This design comes from an exercise in tuning for small area, a short achievable clock period and few clock cycles per item on the open sky130 flow, not from production work. At most, simulation tests tie the RTL to the original design; equivalence was not proved. No functional check of the RTL was part of runs 2 to 5. Power figures rest on the tool's default switching activity, not on a simulated workload.

## flow/design.v (module list and top-level ports; edited modules follow where they fit)
// module fp_mult_stream: 1727 lines
// module fp_mult_stream_fa: 10 lines
// module fp_mult_stream_ha: 9 lines
// module fp_mult_stream_add: 307 lines
module fp_mult_stream #(
    parameter int WIDTH      = 32,
    parameter int INT_WIDTH  = 16,
    parameter int FRAC_WIDTH = 16,
    parameter int SIGNED     = 1,
    parameter int STAGES     = 3,
    parameter int ROUND      = 1
) (
    input  logic              clk,
    input  logic              reset,
    input  logic              in_valid,
    output logic              in_ready,
    input  logic [WIDTH-1:0]  left,
    input  logic [WIDTH-1:0]  right,
    output logic              out_valid,
    input  logic              out_ready,
    output logic [WIDTH-1:0]  out,
    output logic              ovf
);
  // ...
==> flow/flow/run.sh <==
#!/bin/bash
set -euo pipefail
bash standard.sh SETUP_SLACK_MARGIN=6.2 "BUFFER_PORTS_ARGS=-buffer_cell sky130_fd_sc_hd__buf_2" finish > standard_flow.log 2>&1
==> flow/standard.sh <==
#!/bin/bash
# synth_recipe.tcl (not shown) runs the flow's synth.tcl, then flattens the netlist and writes it again
# the make line also repeats each setting of config.mk as NAME=value (left out here)
make -C /OpenROAD-flow-scripts/flow DESIGN_CONFIG=/design/flow/config.mk WORK_HOME=/design/flow/orfs CLKGATE_MAP_FILE= SYNTH_SCRIPT=/design/flow/synth_recipe.tcl "${@:-finish}"
==> flow/config.mk <==
export PLATFORM = sky130hd
export DESIGN_NAME = fp_mult_stream
export DESIGN_NICKNAME = fp_mult_stream
export VERILOG_FILES = /design/flow/design.v
export SDC_FILE = /design/flow/constraint.sdc
export NUM_CORES = 4
export LEC_CHECK = 0
export ABC_AREA = 1
export CAP_MARGIN = 20
export CORE_MARGIN = 2
export CORE_UTILIZATION = 40
export CTS_BUF_LIST = sky130_fd_sc_hd__clkbuf_16
export CTS_CLUSTER_DIAMETER = 120
export CTS_CLUSTER_SIZE = 30
export SLEW_MARGIN = 20
export SYNTH_HIERARCHICAL = 1
==> flow/constraint.sdc <==
create_clock -name core_clock -period 10.0 [get_ports {clk}]
set_input_delay 2.0000 -clock core_clock [delete_from_list [all_inputs] [get_ports {clk}]]
set_output_delay 2.0000 -clock core_clock [all_outputs]
set_load 0.01 [all_outputs]
==> summary.txt, run 1 <==
Clock network
  • Num CTS Buffers: 15
  • H-Tree Depth: 1
  • Max Buffers Root-to-Sink: 3
  • Clock latency (worst-skew pair): approximately 0.56 ns
  • CTS tree: built
  • # hold bufs at CTS: 0
  • Post-CTS Resized: between 80 and 90

Cells and area
  • Post-Layout Cell Count: roughly 4100
  • Layout area overhead: 7.74%
  • Fin area: about 35000 um2
  • FF+latch count: around 300
  • FF+latch area: 8780 um2
  • Share of cells above drive strength 1: 0.111
  • Fraction of area in multi-input gates: 0.616
  • Clock network area share: 0.0133

Run status
  • Status: complete, no violations

Hold path
  • Hold Path Cell Cnt: 0
  • Hold wc startpoint: sgn_q

Yosys
  • Average size of a mapped cell: about 11 um2
  • Post-Syn Area: between 30000 and 40000 um2
  • Syn nets: between 3000 and 4000

Floorplanning
  • Die width: between 200 and 300 um
  • Die Span Y: slightly below 300 um

Detailed routing
  • # DRC: 0
  • Met1 Wirelength: a little over 40000 um
  • First-pass DRT Iterations: 6
  • Routed WL per cell: approximately 24 um

Placement
  • Placer Congestion: a little over 0.9
  • DP Worst Slack: 5.60 ns

Timing
  • Sum Neg Setup Slack: 0 ns
  • Period utilization: 0.377
  • Slew Limit Fails: 0
  • Fin crit period: 3.77 ns

Critical path
  • Worst setup endpoint: cs_q[59]

Power
  • Sequential power share: 0.226
  • Internal power: roughly 6.7 mW
  • Comb pwr share: 0.717
  • Clock distribution power: between 700 and 800 uW

Global route
  • First-pass GRT wire length: 148000 um
Testbench counts, summed over its fixed seeds: cycles 16,024, items 16,000.
==> run 2: changes to the inputs <==
--- a/flow/design.v
+++ b/flow/design.v
@@ -24,24 +24,21 @@
     logic [33:0]       res0_q, res1_q;      
     logic [33:0]       res_c;
     logic              push;
     logic [31:0]       a_q;
     logic [15:0]       one_q, two_q, neg_q;
     logic [15:0]       one_d, two_d, neg_d;
     logic [137:0]      cs_q;
     logic              sgn_q;
-    logic              res0_nov_q, res0_nsg_q;
     assign en        = ~res1_v_q;
     assign in_ready  = rdy_q;               
     assign push      = en & valid_q[2];
     assign out_valid = res0_v_q;
-    assign out[15:0]  = res0_q[32] ? {16{~res0_q[33]}} : res0_q[15:0];
-    assign out[30:16] = res0_nov_q ? res0_q[30:16] : {15{res0_nsg_q}};
-    assign out[31]    = res0_nov_q ? res0_q[31] : ~res0_nsg_q;
+    assign out       = res0_q[32] ? {res0_q[33], {31{~res0_q[33]}}} : res0_q[31:0];
     assign ovf       = res0_q[32];
     assign res1_v_d = res1_v_q ? ~out_ready : (push & res0_v_q & ~out_ready);
     always_ff @(posedge clk) begin
         if (reset) begin
             valid_q  <= '0;
             res0_v_q <= 1'b0;
             res1_v_q <= 1'b0;
             rdy_q    <= 1'b1;
@@ -61,27 +58,16 @@
             end
         end else if (push & (~res0_v_q | out_ready)) begin
             res0_q <= res_c;
         end
         if (~res1_v_q) begin
             res1_q <= res_c;
         end
     end
-    always_ff @(posedge clk) begin
-        if (res1_v_q) begin
-            if (out_ready) begin
-                res0_nov_q <= ~res1_q[32];
-                res0_nsg_q <= ~res1_q[33];
-            end
-        end else if (push & (~res0_v_q | out_ready)) begin
-            res0_nov_q <= ~res_c[32];
-            res0_nsg_q <= ~res_c[33];
-        end
-    end
     always_comb begin
         for (int j = 0; j < 16; j++) begin
             logic b2, b1, b0;
             b2 = right[2*j+1];
             b1 = right[2*j];
             b0 = (j > 0) ? right[2*j-1] : 1'b0;
             one_d[j] = b1 ^ b0;
             two_d[j] = (b2 & ~b1 & ~b0) | (~b2 & b1 & b0);
==> flow/flow/run.sh (replaced) <==
#!/bin/bash
set -euo pipefail
bash standard.sh SETUP_SLACK_MARGIN=6.1 "BUFFER_PORTS_ARGS=-buffer_cell sky130_fd_sc_hd__buf_2" finish > standard_flow.log 2>&1
==> flow/config.mk (replaced) <==
export PLATFORM = sky130hd
export DESIGN_NAME = fp_mult_stream
export DESIGN_NICKNAME = fp_mult_stream
export VERILOG_FILES = /design/flow/design.v
export SDC_FILE = /design/flow/constraint.sdc
export NUM_CORES = 4
export LEC_CHECK = 0
export ABC_AREA = 1
export CAP_MARGIN = 20
export CORE_MARGIN = 2
export CORE_UTILIZATION = 40
export SLEW_MARGIN = 20
export SYNTH_HIERARCHICAL = 1
==> run 2 against run 1 <==
  * Routed wire length up 2.1%
  * Synthesized cell count about the same
  * Flip-flop and latch count is 2 lower
  * Largest cell class unchanged
  * Worst hold slack got worse by 0.011 ns
  * Final cell count is 0.98% higher
  * Core utilization rose by 0.77 points
  * Critical endpoint is now cs_q[42]
  * Highest routed layer is now met4
  * Worst setup slack worse by 0.13 ns
  * Clock skew up 0.014 ns
  * Still clean on timing, DRC and antenna
==> summary.txt, run 2 <==
Run status
  • Status: complete, no violations (unchanged)

Cells and area
  • Layout area overhead: 9.82% (was 7.74%)
  • Commonest non-fill, non-tap cell in the layout: xor2_1 (unchanged)
  • Most frequent cells in the layout: xor2_1, o22ai_1, fa_1 (unchanged)
  • Share of cells above drive strength 1: 0.114 (was 0.111)
  • Max reg flops: 138 (unchanged)
  • Largest regs: cs_q x138, res0_q x34, res1_q x34 (unchanged)
  • # diodes: 0 (was 1)
  • Post-Layout Cell Count: 4115 (was 4075)
  • Nets: 3693 (was 3670)
  • Biggest register: cs_q (unchanged)

Clock network
  • Max Buffers Root-to-Sink: 3 (unchanged)
  • Clock latency (worst-skew pair): 0.58 ns (was 0.56 ns)
  • Clk slew on worst S/H paths: 0.06 ns (was 0.12 ns)
  • Root Driver: clkbuf_16 (unchanged)
  • Num CTS Buffers: 37 (was 15)
  • Sink Count: 292 (was 294)
  • H-Tree Depth: 2 (was 1)
  • CTS tree: built (unchanged)
  • # hold bufs at CTS: 0 (unchanged)

Detailed routing
  • # DRC: 0 (unchanged)
  • Detailed router's first-iteration violation count: 2561 (was 2307)
  • Antenna violation net count after detailed routing: 0 (unchanged)
  • Vias: 24000 (was 23500)
  • Final WL: 100000 um (was 97900 um)
  • Routed WL per cell: 24.3 um (was 24.0 um)
  • Via density: 5.83 (was 5.77)
  • First-pass DRT Iterations: 6 (unchanged)

Critical path
  • Reg-to-Reg End: cs_q[42] (was cs_q[59])
  • Worst setup endpoint: cs_q[42] (was cs_q[59])
  • CP arrival: 4.20 ns (was 4.05 ns)
  • CP Class: flip-flop to flip-flop (unchanged)
  • Worst reg2reg path startpoint: neg_q[13] (was one_q[11])
  • CP required: 10.30 ns (was 10.27 ns)
  • CP startpoint: neg_q[13] (was one_q[11])
  • Worst R2R Setup Slack: 6.09 ns (was 6.23 ns)
  • CP Capture Type: flip-flop (unchanged)
  • Worst-path maximum fanout: 34 (was 31)
  • Worst R2R Path Depth: 7 (was 9)
  • Worst Setup Start Kind: flip-flop (unchanged)

Floorplanning
  • I/O pins: 103 (unchanged)
  • Die Span Y: 289 um (about the same)
  • Core area: 80400 um2 (was 80500 um2)
  • Rows: 104 (unchanged)
  • Initial core utilization: 0.403 (was 0.404)
  • Die area: 83400 um2 (was 83700 um2)
  • Die width: 289 um (about the same)

Hold path
  • Hold Path Cell Cnt: 2 (was 0)
  • Worst hold path type: flip-flop to flip-flop (unchanged)
  • Hold wc startpoint: valid_q[1] (was sgn_q)

Power
  • Power per cell area: 371 nW/um2 (was 361 nW/um2)
  • Final Power: 13.2 mW (was 12.7 mW)
  • Leak Pwr: 15.0 nW (was 14.7 nW)
  • Worst VDD drop: 0.000177 V (was 0.000198 V)

Placement
  • Post-Place Cells: 4020 (was 4017)
  • Dpl hpwl: 63000 um (was 64800 um)
  • IO buf count: 102 (unchanged)
  • Placer Congestion: 0.885 (was 0.917)
  • DP Worst Slack: 5.46 ns (was 5.60 ns)

Timing
  • Sum Neg Setup Slack: 0 ns (unchanged)
  • Setup WS post-layout: 6.09 ns (was 6.23 ns)
  • RSZ-0062 raised after global routing: yes (unchanged)
  • Worst-Margin Slew: 1.01 ns (was 0.960 ns)
  • Fin crit period: 3.91 ns (was 3.77 ns)
  • Worst Skew: 0.0459 ns (was 0.0315 ns)
  • Slew Limit Fails: 0 (unchanged)
  • Setup-failing EPs final: 0 (unchanged)
  • Period utilization: 0.391 (was 0.377)
  • Worst slew margin: 0.326 (was 0.360)
  • Fin. Hold Viols: 0 (unchanged)
  • Max Clock Freq: 256 MHz (was 265 MHz)

Global route
  • GRT Total Usage: 0.241 (was 0.233)
  • First-pass GRT wire length: 152000 um (was 148000 um)
  • Initial antenna violation count: 0 (was 2)
  • GRT overflow: 0 (unchanged)
  • Largest net degree at the start of global routing: 86 (was 136)
  • Vias in the first global route: 24700 (was 24000)

Yosys
  • Average size of a mapped cell: 10.6 um2 (was 10.7 um2)
  • Post-Syn Area: 32400 um2 (was 32500 um2)
  • Synth Warn #: 7 (unchanged)
  • Synthesized instance count: 3046 (was 3049)
  • Syn nets: 3710 (was 3713)

Flow run
  • Max_cap viols: 0 (unchanged)
run 2: worst max-delay path: stages (launching register included):
cell      delay, ns
edfxtp_1       0.33
buf_4          0.61
inv_1          0.20
xor2_1         0.48
fa_1           0.61
fa_1           0.46
fa_1           0.54
fa_1           0.40
run 2: worst min-delay path by stage:
stage	endpoint	slack, ns
5_1_grt	res1_q[33]	0.51
6_report	valid_q[1]	0.47
3_5_place_dp	valid_q[1]	0.46
2_1_floorplan	res1_q[33]	0.43
4_1_cts	valid_q[1]	0.47
3_3_place_gp	valid_q[1]	0.46
run 2: per-layer routing:
metal / up-vias / track usage / part of all wire
met3: 331 / 0.0773 / 0.12
met1: 11900 / 0.324 / 0.40
met5: - / 0 / 0
met4: 0 / 0.0987 / 0.043
li1: 10300 / - / -
met2: 1544 / 0.360 / 0.43
run 2: area by class of cell:
class | count | area (um2)
repair inverters | 4 | 30.0
fillers | 7580 | 44800
well taps | 1060 | 1330
clock inverters | 20 | 275
clock buffers | 45 | 998
repair buffers | 210 | 1750
multi-input cells | 2239 | 21600
inverters | 245 | 955
flip-flops and latches | 292 | 8720
run 2: repair_timing:
item                                    4_1_cts  5_1_grt
gates resized for setup                      31      100
buffers inserted                             15        9
endpoints found under the hold margin         0        0
endpoints found under the setup margin      112       52
pin swaps                                     0        9
gates cloned                                  4        2
run 2: through the flow:
stage	util	hold WS, ns	cell area [um2]
global placement	0.417	0.455	33600
finish	0.443	0.469	35600
CTS	0.437	0.472	35100
global route	0.443	0.507	35600
floorplan	-	0.427	32400
detailed placement	0.417	0.462	33600
run 2: where the power goes:
group / internal (mW) / total, mW / switching, mW / leakage [nW]
registers: 2.69 / 2.86 / 0.177 / 3.06
clock network: 0.870 / 1.42 / 0.551 / 0.618
logic: 3.63 / 8.93 / 5.29 / 11.3
==> run 3: changes to the inputs <==
--- a/flow/config.mk
+++ b/flow/config.mk
@@ -9,5 +9,6 @@
 export CAP_MARGIN = 20
 export CORE_MARGIN = 2
 export CORE_UTILIZATION = 40
+export CTS_BUF_LIST = sky130_fd_sc_hd__clkbuf_8
 export SLEW_MARGIN = 20
 export SYNTH_HIERARCHICAL = 1
==> run 3 against run 2 <==
  * Core utilization rose by 0.10 points
  * Routed wire length rose by 0.23%
  * Register-to-register slack improved by 0.05 ns
  * Via count rose by 0.45%
  * Maximum frequency fell by 1.0%
  * Sequential power barely moved
  * Still clean on timing, DRC and antenna
  * Worst setup slack got worse by 0.041 ns
  * Sequential share of layout area fell by 0.057 points
  * Largest cell class unchanged
  * Area after synthesis did not move
  * Cell area rose by 0.24%
  * Highest routed layer is now met5
==> summary.txt, run 3 <==
Critical path
  • Worst R2R Setup Slack: 6.14 ns (was 6.09 ns)
  • CP arrival: 1.95 ns (was 4.20 ns)
  • Worst Setup Start Kind: flip-flop (unchanged)
  • CP required: 8.00 ns (was 10.30 ns)
  • Crit path max-delay family: buffers and inverters (was adder cells)
  • Reg-to-Reg End: cs_q[42] (unchanged)
  • Worst R2R Path Depth: 7 (unchanged)
  • Most frequent cell on the critical path: clkinvlp_4 (was fa_1)
  • Worst-path maximum fanout: 8 (was 34)
  • Worst reg2reg path startpoint: neg_q[13] (unchanged)
  • Delay of the slowest cell on the worst path: 0.41 ns (was 0.61 ns)
  • Sum of buffers and inverters on the critical path: 4 (was 2)
  • CP Depth: 6 (was 7)
  • Crit-path cells: clkinvlp_4, nor2_4, clkinvlp_4, buf_16, nand2_4, buf_6 (was buf_4, inv_1, xor2_1, fa_1, fa_1, fa_1, fa_1)
  • Worst path slowest cell: edfxtp_1 (was buf_4)
  • CP Class: flip-flop to output port (was flip-flop to flip-flop)
  • CP Capture Type: output port (was flip-flop)

Detailed routing
  • Via density: 5.80 (was 5.83)
  • Antenna violation net count after detailed routing: 0 (unchanged)
  • Detailed router's first-iteration violation count: 2549 (was 2561)
  • Final WL: 100000 um (about the same)
  • # DRC: 0 (unchanged)
  • Vias: 24100 (was 24000)
  • Routed WL per cell: 24.1 um (was 24.3 um)
  • First-pass DRT Iterations: 6 (unchanged)

Yosys
  • Average size of a mapped cell: 10.6 um2 (unchanged)
  • Post-Syn Area: 32400 um2 (unchanged)
  • Syn nets: 3710 (unchanged)
  • Synthesized instance count: 3046 (unchanged)
  • Synth Warn #: 7 (unchanged)

Clock network
  • CTS tree: built (unchanged)
  • # hold bufs at CTS: 0 (unchanged)
  • Sink Count: 292 (unchanged)
  • Clock latency (worst-skew pair): 0.68 ns (was 0.58 ns)
  • Max Buffers Root-to-Sink: 3 (unchanged)
  • H-Tree Depth: 2 (unchanged)
  • Clk slew on worst S/H paths: 0.06 ns (about the same)
  • Num CTS Buffers: 56 (was 37)
  • Root Driver: clkbuf_8 (was clkbuf_16)

Run status
  • Status: complete, no violations (unchanged)

Cells and area
  • Share of cells above drive strength 1: 0.125 (was 0.114)
  • Nets: 3715 (was 3693)
  • Layout area overhead: 10.1% (was 9.82%)
  • Commonest non-fill, non-tap cell in the layout: xor2_1 (unchanged)
  • Biggest register: cs_q (unchanged)
  • Most frequent cells in the layout: xor2_1, o22ai_1, fa_1 (unchanged)
  • Largest regs: cs_q x138, res0_q x34, res1_q x34 (unchanged)
  • Max reg flops: 138 (unchanged)
  • Post-Layout Cell Count: 4156 (was 4115)

Timing
  • RSZ-0062 raised after global routing: yes (unchanged)
  • Setup-failing EPs final: 0 (unchanged)
  • Max Clock Freq: 253 MHz (was 256 MHz)
  • Slew Limit Fails: 0 (unchanged)
  • Period utilization: 0.395 (was 0.391)
  • Worst-Margin Slew: 1.00 ns (was 1.01 ns)
  • Worst Skew: 0.0355 ns (was 0.0459 ns)
  • Worst slew margin: 0.332 (was 0.326)
  • Fin. Hold Viols: 0 (unchanged)
  • Sum Neg Setup Slack: 0 ns (unchanged)
  • Fin crit period: 3.95 ns (was 3.91 ns)

Floorplanning
  • Core area: 80400 um2 (unchanged)
  • I/O pins: 103 (unchanged)
  • Initial core utilization: 0.403 (unchanged)
  • Die area: 83400 um2 (unchanged)
  • Die width: 289 um (unchanged)
  • Die Span Y: 289 um (unchanged)
  • Rows: 104 (unchanged)

Global route
  • Vias in the first global route: 24900 (was 24700)
  • Largest net degree at the start of global routing: 86 (unchanged)
  • GRT overflow: 0 (unchanged)
  • First-pass GRT wire length: 153000 um (was 152000 um)
  • Initial antenna violation count: 3 (was 0)
  • GRT Total Usage: 0.242 (was 0.241)

Power
  • Power per cell area: 365 nW/um2 (was 371 nW/um2)
  • Leak Pwr: 15.1 nW (was 15.0 nW)
  • Worst VDD drop: 0.000231 V (was 0.000177 V)
  • Final Power: 13.0 mW (was 13.2 mW)

Hold path
  • Hold Path Cell Cnt: 2 (unchanged)
  • Hold EP: valid_q[1] (unchanged)
  • Worst hold path type: flip-flop to flip-flop (unchanged)
  • Hold wc startpoint: valid_q[1] (unchanged)

Placement
  • Dpl hpwl: 63000 um (unchanged)
  • Placer Congestion: 0.885 (unchanged)
  • IO buf count: 102 (unchanged)
  • Post-Place Cells: 4020 (unchanged)

Flow run
  • Max_cap viols: 0 (unchanged)
run 3: final cells by class:
| cell class | count | area [um2] |
|---|---|---|
| Timing Repair Buffer | 213 | 1830 |
| Multi-Input combinational cell | 2239 | 21700 |
| Clock buffer | 56 | 771 |
| Antenna cell | 1 | 2.50 |
| Inverter | 245 | 955 |
| Timing Repair inverter | 4 | 30.0 |
| Fill cell | 7568 | 44700 |
| Sequential cell | 292 | 8720 |
| Clock inverter | 46 | 357 |
| Tap cell | 1060 | 1330 |
run 3: routing by layer:
layer | part of all wire | vias up | track usage
met1 | 0.40 | 11900 | 0.319
met3 | 0.12 | 355 | 0.0832
met5 | 0.000080 | - | 0
met2 | 0.43 | 1527 | 0.362
li1 | - | 10300 | -
met4 | 0.045 | 2 | 0.102
run 3: tightest hold or removal path: stages (launching register included):
cell     delay (ns)
dfxtp_1        0.31
nand2_1        0.06
a21oi_1        0.06
run 3: power breakdown:
part,switching (mW),internal (mW),leakage [nW],total [mW]
sequential,0.176,2.69,3.06,2.86
combinational,5.31,3.64,11.4,8.95
clock,0.555,0.658,0.606,1.21
run 3: how the worst max path moves through the flow:
stage / end / slack [ns] / startpoint
after detailed placement: out[23] / 5.46 / res0_q[32]
after floorplan: res0_q[0] / 6.16 / out_ready
after global routing: out[3] / 5.94 / res0_q[32]
after global placement: out[23] / 5.66 / res0_q[32]
final: out[3] / 6.05 / res0_q[32]
after CTS: out[2] / 6.00 / res0_q[32]
run 3: what timing repair did:
action,in CTS,in global routing
gates resized for setup,56,125
pin swaps,0,9
hold endpoints to repair,0,0
setup endpoints to repair,111,70
gates cloned,5,1
buffers inserted,17,10
run 3: stage by stage:
stage / instance area [um2] / hold slack (ns) / util / worst slack (ns)
final: 35700 / 0.468 / 0.444 / 6.05
after global routing: 35700 / 0.509 / 0.444 / 5.94
after CTS: 35100 / 0.471 / 0.437 / 6.00
after detailed placement: 33600 / 0.462 / 0.417 / 5.46
after global placement: 33600 / 0.455 / 0.417 / 5.66
after floorplan: 32400 / 0.427 / - / 6.16
==> run 4: changes to the inputs <==
--- a/flow/config.mk
+++ b/flow/config.mk
@@ -6,9 +6,9 @@
 export NUM_CORES = 4
 export LEC_CHECK = 0
 export ABC_AREA = 1
-export CAP_MARGIN = 20
+export CAP_MARGIN = 0
 export CORE_MARGIN = 2
 export CORE_UTILIZATION = 40
 export CTS_BUF_LIST = sky130_fd_sc_hd__clkbuf_8
-export SLEW_MARGIN = 20
+export SLEW_MARGIN = 0
 export SYNTH_HIERARCHICAL = 1
==> run 4 against run 3 <==
  * Still clean on timing, DRC and antenna
  * Core utilization unchanged
  * Final cell count unchanged
  * Clock-buffer cell count unchanged
  * Via count unchanged
  * Global-route usage unchanged
  * Combinational power about the same
  * Non-clock buffer count unchanged
  * Highest routed layer unchanged
==> summary.txt, run 4 <==
Critical path
  • CP Class: flip-flop to output port (unchanged)
  • Worst-path maximum fanout: 8 (unchanged)
  • Delay of the slowest cell on the worst path: 0.41 ns (about the same)
  • Most frequent cell on the critical path: clkinvlp_4 (unchanged)
  • CP arrival: 1.95 ns (about the same)
  • Worst path slowest cell: edfxtp_1 (unchanged)
  • CP Capture Type: output port (unchanged)
  • Worst R2R Path Depth: 7 (unchanged)
  • CP required: 8.00 ns (about the same)
  • Worst Setup Start Kind: flip-flop (unchanged)
  • Crit-path cells: clkinvlp_4, nor2_4, clkinvlp_4, buf_16, nand2_4, buf_6 (unchanged)

Timing
  • Slew Limit Fails: 0 (unchanged)
  • Max Clock Freq: 253 MHz (unchanged)
  • RSZ-0062 raised after global routing: yes (unchanged)
  • Setup-failing EPs final: 0 (unchanged)
  • Setup WS post-layout: 6.05 ns (unchanged)
  • Fin. Hold Viols: 0 (unchanged)
  • Worst Skew: 0.0355 ns (unchanged)
  • Worst slew margin: 0.332 (unchanged)
  • Fin crit period: 3.95 ns (unchanged)
  • Sum Neg Setup Slack: 0 ns (unchanged)
  • Period utilization: 0.395 (unchanged)
  • Worst-Margin Slew: 1.00 ns (unchanged)

Cells and area
  • Biggest register: cs_q (unchanged)
  • Max reg flops: 138 (unchanged)
  • Share of cells above drive strength 1: 0.125 (unchanged)
  • Fin area: 35700 um2 (unchanged)
  • Commonest non-fill, non-tap cell in the layout: xor2_1 (unchanged)
  • Util after Layout: 0.444 (unchanged)
  • Post-Layout Cell Count: 4156 (unchanged)
  • Most frequent cells in the layout: xor2_1, o22ai_1, fa_1 (unchanged)
  • Layout area overhead: 10.1% (unchanged)
  • Nets: 3715 (unchanged)
  • Largest regs: cs_q x138, res0_q x34, res1_q x34 (unchanged)

Clock network
  • Clock latency (worst-skew pair): 0.68 ns (about the same)
  • H-Tree Depth: 2 (unchanged)
  • Sink Count: 292 (unchanged)
  • Root Driver: clkbuf_8 (unchanged)
  • Clk slew on worst S/H paths: 0.06 ns (about the same)
  • CTS tree: built (unchanged)
  • Num CTS Buffers: 56 (unchanged)
  • Max Buffers Root-to-Sink: 3 (unchanged)
  • # hold bufs at CTS: 0 (unchanged)

Detailed routing
  • Antenna violation net count after detailed routing: 0 (unchanged)
  • Detailed router's first-iteration violation count: 2549 (unchanged)
  • First-pass DRT Iterations: 6 (unchanged)
  • # DRC: 0 (unchanged)
  • Via density: 5.80 (unchanged)
  • Vias: 24100 (unchanged)
  • Routed WL per cell: 24.1 um (unchanged)
  • Final WL: 100000 um (unchanged)

Yosys
  • Average size of a mapped cell: 10.6 um2 (unchanged)
  • Synth Warn #: 7 (unchanged)
  • Syn nets: 3710 (unchanged)
  • Post-Syn Area: 32400 um2 (unchanged)
  • Synthesized instance count: 3046 (unchanged)

Floorplanning
  • Die Span Y: 289 um (unchanged)
  • Rows: 104 (unchanged)
  • Initial core utilization: 0.403 (unchanged)
  • Die width: 289 um (unchanged)
  • I/O pins: 103 (unchanged)
  • Die area: 83400 um2 (unchanged)
  • Core area: 80400 um2 (unchanged)

Hold path
  • Hold Path Cell Cnt: 2 (unchanged)
  • Worst hold path type: flip-flop to flip-flop (unchanged)

Placement
  • Post-Place Cells: 4020 (unchanged)
  • DP Worst Slack: 5.46 ns (unchanged)
  • Placer Congestion: 0.885 (unchanged)
  • IO buf count: 102 (unchanged)
  • Post-DP Area: 33600 um2 (unchanged)
  • Dpl hpwl: 63000 um (unchanged)

Power
  • Leak Pwr: 15.1 nW (unchanged)
  • Power per cell area: 365 nW/um2 (unchanged)
  • Worst VDD drop: 0.000231 V (unchanged)

Flow run
  • Max_cap viols: 0 (unchanged)

Global route
  • First-pass GRT wire length: 153000 um (unchanged)
  • GRT overflow: 0 (unchanged)
  • Largest net degree at the start of global routing: 86 (unchanged)
  • Vias in the first global route: 24900 (unchanged)
  • GRT Total Usage: 0.242 (unchanged)
  • Initial antenna violation count: 3 (unchanged)

Run status
  • Status: complete, no violations (unchanged)
==> run 4: layer usage <==
layer  up-vias  global-route usage  wire [um]  part of all wire
met5         -                   0          8          0.000080
met4         2               0.102       4470             0.045
met3       355              0.0832      12300              0.12
met2      1527               0.362      43200              0.43
met1     11900               0.319      40300              0.40
li1      10300                   -          -                 -
==> run 4: power breakdown <==
part | switching, mW | internal [mW]
registers | 0.176 | 2.69
clock network | 0.555 | 0.658
logic | 5.31 | 3.64
total | 6.04 | 6.99
==> run 4: critical path, delay by kind of cell, from the launching register on <==
family | cells | cell delay [ns]
buffers and inverters | 4 | 0.64
DFF | 1 | 0.41
and+or+nand+nor | 2 | 0.22
==> run 4: worst paths after layout <==
| kind | from | to | slack, ns |
|---|---|---|---|
| max | res0_q[32] | out[3] | 6.05 |
| min | valid_q[1] | valid_q[1] | 0.47 |
| max reg2reg | neg_q[13] | cs_q[42] | 6.14 |
| min reg2reg | valid_q[1] | valid_q[1] | 0.47 |
==> run 4: final cells by class <==
type                    instances  area, um2
flip-flops and latches        292       8720
diodes                          1       2.50
inverters                     245        955
clock inverters                46        357
repair inverters                4       30.0
well taps                    1060       1330
repair buffers                213       1830
clock buffers                  56        771
fillers                      7568      44700
multi-input cells            2239      21700
==> run 4: per-stage QoR <==
stage / power [mW] / hold slack, ns
global route: 14.6 / 0.509
floorplan: 9.10 / 0.427
detailed placement: 11.7 / 0.462
CTS: 13.0 / 0.471
finish: 13.0 / 0.468
global placement: 11.6 / 0.455
==> run 4: what timing repair did <==
item / 4_1_cts / 5_1_grt
endpoints found under the setup margin: 111 / 70
gates resized for setup: 56 / 125
buffers inserted: 17 / 10
pin swaps: 0 / 9
gates cloned: 5 / 1
==> run 5: changes to the inputs <==
--- a/flow/config.mk
+++ b/flow/config.mk
@@ -6,9 +6,10 @@
 export NUM_CORES = 4
 export LEC_CHECK = 0
 export ABC_AREA = 1
-export CAP_MARGIN = 0
+export CAP_MARGIN = 20
 export CORE_MARGIN = 2
-export CORE_UTILIZATION = 40
+export CORE_UTILIZATION = 55
 export CTS_BUF_LIST = sky130_fd_sc_hd__clkbuf_8
-export SLEW_MARGIN = 0
+export PLACE_DENSITY = 0.8
+export SLEW_MARGIN = 20
 export SYNTH_HIERARCHICAL = 1
==> run 5 against run 4 <==
  * Still clean
  * Worst setup slack lost 0.055 ns
  * Via count grew 5.4%
  * Non-clock buffer count increased by 15
  * Critical path type is now flip-flop to flip-flop
==> summary.txt, run 5 <==
Floorplanning
  • Die width: 247 um (was 289 um)
  • Die area: 60900 um2 (was 83400 um2)
  • Die Span Y: 247 um (was 289 um)
  • I/O pins: 103 (unchanged)
  • Rows: 89 (was 104)
  • Initial core utilization: 0.553 (was 0.403)
  • Core area: 58700 um2 (was 80400 um2)

Critical path
  • Worst-path maximum fanout: 10 (was 8)
  • CP arrival: 4.37 ns (was 1.95 ns)
  • Crit path max-delay family: adder cells (was buffers and inverters)
  • Most frequent cell on the critical path: fa_1 (was clkinvlp_4)
  • Crit-path cells: clkinvlp_4, buf_4, buf_4, clkbuf_16, o22ai_1, xor2_1, fa_1, fa_1, fa_1, fa_1, ha_1 (was clkinvlp_4, nor2_4, clkinvlp_4, buf_16, nand2_4, buf_6)
  • Delay of the slowest cell on the worst path: 0.53 ns (was 0.41 ns)
  • Worst path slowest cell: fa_1 (was edfxtp_1)
  • Worst Setup Start Kind: flip-flop (unchanged)
  • CP Capture Type: flip-flop (was output port)
  • CP Class: flip-flop to flip-flop (was flip-flop to output port)
  • Sum of buffers and inverters on the critical path: 4 (unchanged)
  • CP required: 10.37 ns (was 8.00 ns)

Detailed routing
  • Routed WL per cell: 24.7 um (was 24.1 um)
  • # DRC: 0 (unchanged)
  • Via density: 6.55 (was 5.80)
  • Antenna violation net count after detailed routing: 0 (unchanged)
  • Final WL: 95900 um (was 100000 um)
  • Vias: 25400 (was 24100)
  • First-pass DRT Iterations: 14 (was 6)
  • Detailed router's first-iteration violation count: 3932 (was 2549)

Cells and area
  • Commonest non-fill, non-tap cell in the layout: xor2_1 (unchanged)
  • FF+latch area: 8720 um2 (unchanged)
  • Largest regs: cs_q x138, res0_q x34, res1_q x34 (unchanged)
  • Fillers: 4651 (was 7568)
  • Biggest register: cs_q (unchanged)
  • Area of the multi-input gates: 21700 um2 (about the same)
  • Most frequent cells in the layout: xor2_1, o22ai_1, fa_1 (unchanged)
  • Max reg flops: 138 (unchanged)
  • Share of cells above drive strength 1: 0.129 (was 0.125)
  • Nets: 3726 (was 3715)
  • Layout area overhead: 8.97% (was 10.1%)

Power
  • Internal power: 6.93 mW (was 6.99 mW)
  • Leak Pwr: 15.1 nW (about the same)
  • Final Power: 12.9 mW (was 13.0 mW)
  • Power per cell area: 366 nW/um2 (was 365 nW/um2)
  • Worst VDD drop: 0.000209 V (was 0.000231 V)
  • P_sw: 5.99 mW (was 6.04 mW)
  • Sequential power share: 0.223 (was 0.220)
  • Comb pwr share: 0.689 (was 0.687)
  • Switching share of power: 0.464 (about the same)
  • Clock power frac: 0.088 (was 0.093)

Global route
  • First-pass GRT wire length: 146000 um (was 153000 um)
  • GRT overflow: 0 (unchanged)
  • GRT Total Usage: 0.316 (was 0.242)
  • Largest net degree at the start of global routing: 134 (was 86)
  • Initial antenna violation count: 2 (was 3)
  • Vias in the first global route: 25900 (was 24900)

Clock network
  • Sink Count: 292 (unchanged)
  • Root Driver: clkbuf_8 (unchanged)
  • Max Buffers Root-to-Sink: 3 (unchanged)
  • CTS tree: built (unchanged)
  • # hold bufs at CTS: 0 (unchanged)
  • Clk slew on worst S/H paths: 0.06 ns (about the same)
  • Num CTS Buffers: 53 (was 56)
  • H-Tree Depth: 2 (unchanged)
  • Clock latency (worst-skew pair): 0.65 ns (was 0.68 ns)

Timing
  • Setup-failing EPs final: 0 (unchanged)
  • Max Clock Freq: 250 MHz (was 253 MHz)
  • Worst-Margin Slew: 0.942 ns (was 1.00 ns)
  • RSZ-0062 raised after global routing: yes (unchanged)
  • Fin. Hold Viols: 0 (unchanged)
  • Fin crit period: 4.00 ns (was 3.95 ns)
  • Sum Neg Setup Slack: 0 ns (unchanged)
  • Slew Limit Fails: 0 (unchanged)
  • Worst slew margin: 0.372 (was 0.332)
  • Worst Skew: 0.0346 ns (was 0.0355 ns)
  • Period utilization: 0.400 (was 0.395)

Yosys
  • Post-Syn Area: 32400 um2 (unchanged)
  • Syn nets: 3710 (unchanged)
  • Synthesized instance count: 3046 (unchanged)
  • Synth Warn #: 7 (unchanged)
  • Average size of a mapped cell: 10.6 um2 (unchanged)

Hold path
  • Worst hold path type: flip-flop to flip-flop (unchanged)

Flow run
  • Max_cap viols: 0 (unchanged)

Placement
  • IO buf count: 102 (unchanged)
  • Placer Congestion: 0.962 (was 0.885)
  • Dpl hpwl: 60600 um (was 63000 um)

Run status
  • Status: complete, no violations (unchanged)
## run 5: power by group through the flow
stage	logic, mW	clock network [mW]	registers, mW
detailed placement	8.67	0	2.90
global route	10.1	1.22	2.92
floorplan	6.26	0	2.84
CTS	8.74	1.17	2.88
global placement	8.26	0	2.88
finish	8.91	1.14	2.88
## run 5: worst paths after layout
| kind | startpoint | to | slack [ns] | depth (start not counted) |
|---|---|---|---|---|
| max | one_q[3] | cs_q[37] | 6.00 | 11 |
| min | sgn_q | res1_q[33] | 0.47 | 0 |
| min reg2reg | sgn_q | res1_q[33] | 0.47 | 0 |
| max reg2reg | one_q[3] | cs_q[37] | 6.00 | 11 |
## run 5: worst register-to-register path, cell delays in order (launching register included)
cell	delay [ns]
edfxtp_1	0.49
clkinvlp_4	0.16
buf_4	0.21
buf_4	0.17
clkbuf_16	0.17
o22ai_1	0.20
xor2_1	0.11
fa_1	0.53
fa_1	0.48
fa_1	0.51
fa_1	0.41
ha_1	0.29
## run 5: final cells by class
cell class	count	area share
diodes	2	0.000142
clock buffers	53	0.0206
clock inverters	46	0.00895
inverters	245	0.0271
multi-input cells	2239	0.614
flip-flops and latches	292	0.247
well taps	773	0.0274
repair buffers	228	0.0549
repair inverters	3	0.000637
## run 5: stage by stage
stage | hold WS [ns] | cell area, um2 | utilization | worst slack [ns] | instances
after global routing | 0.489 | 35300 | 0.602 | 5.94 | 3880
after floorplan | 0.427 | 32400 | - | 6.16 | 3046
after detailed placement | 0.447 | 33200 | 0.566 | 5.49 | 3732
after global placement | 0.432 | 33200 | 0.565 | 5.53 | 3730
final | 0.466 | 35400 | 0.602 | 6.00 | 3881
after CTS | 0.463 | 34800 | 0.592 | 5.97 | 3861
## run 5: repair_timing
item                       in CTS  in global routing
setup endpoints to repair      88                 76
gates resized for setup        56                109
pin swaps                       1                  7
cloned                          4                  3
buffers inserted               26                 15
## run 5: per-layer routing
layer / track usage / share of wire
met1: 0.389 / 0.35
met4: 0.179 / 0.072
met5: 0.00572 / 0.00083
met3: 0.139 / 0.16
met2: 0.461 / 0.42

## re-timing with driven ports
Ports are ideal in the flow. The routed layouts listed here were re-timed in OpenROAD.
Step 1 (the two cells are an assumption about what drives the block):
set clk [get_ports {clk}]
set_driving_cell -lib_cell sky130_fd_sc_hd__clkbuf_16 $clk
set_driving_cell -lib_cell sky130_fd_sc_hd__buf_2 [delete_from_list [all_inputs] $clk]
Step 2, shift: input delay + t, output delay - t, t = (earliest + latest rising clock arrival at the registers) / 2. This alone moves slack from input paths to output paths.
Slacks: no drivers / after step 1 / after step 2; pairs: no drivers / after step 1.
| run | shift t [ns] | setup slack, ns | clock arrival spread, ns | slew at the worst register clock pin (ns) |
|---|---|---|---|---|
| run 1 | 0.604 | 6.225 / 6.225 / 6.225 | 0.032 / 0.032 | 0.12 / 0.12 |
| run 2 | 0.627 | 6.094 / 6.080 / 6.094 | 0.046 / 0.046 | 0.07 / 0.07 |
| run 3 | 0.728 | 6.053 / 5.989 / 6.140 | 0.036 / 0.036 | 0.07 / 0.07 |
| run 4 | 0.728 | 6.053 / 5.989 / 6.140 | 0.036 / 0.036 | 0.07 / 0.07 |
| run 5 | 0.697 | 5.998 / 5.998 / 5.998 | 0.036 / 0.036 | 0.08 / 0.08 |
After both steps setup and hold are still met in every run listed.
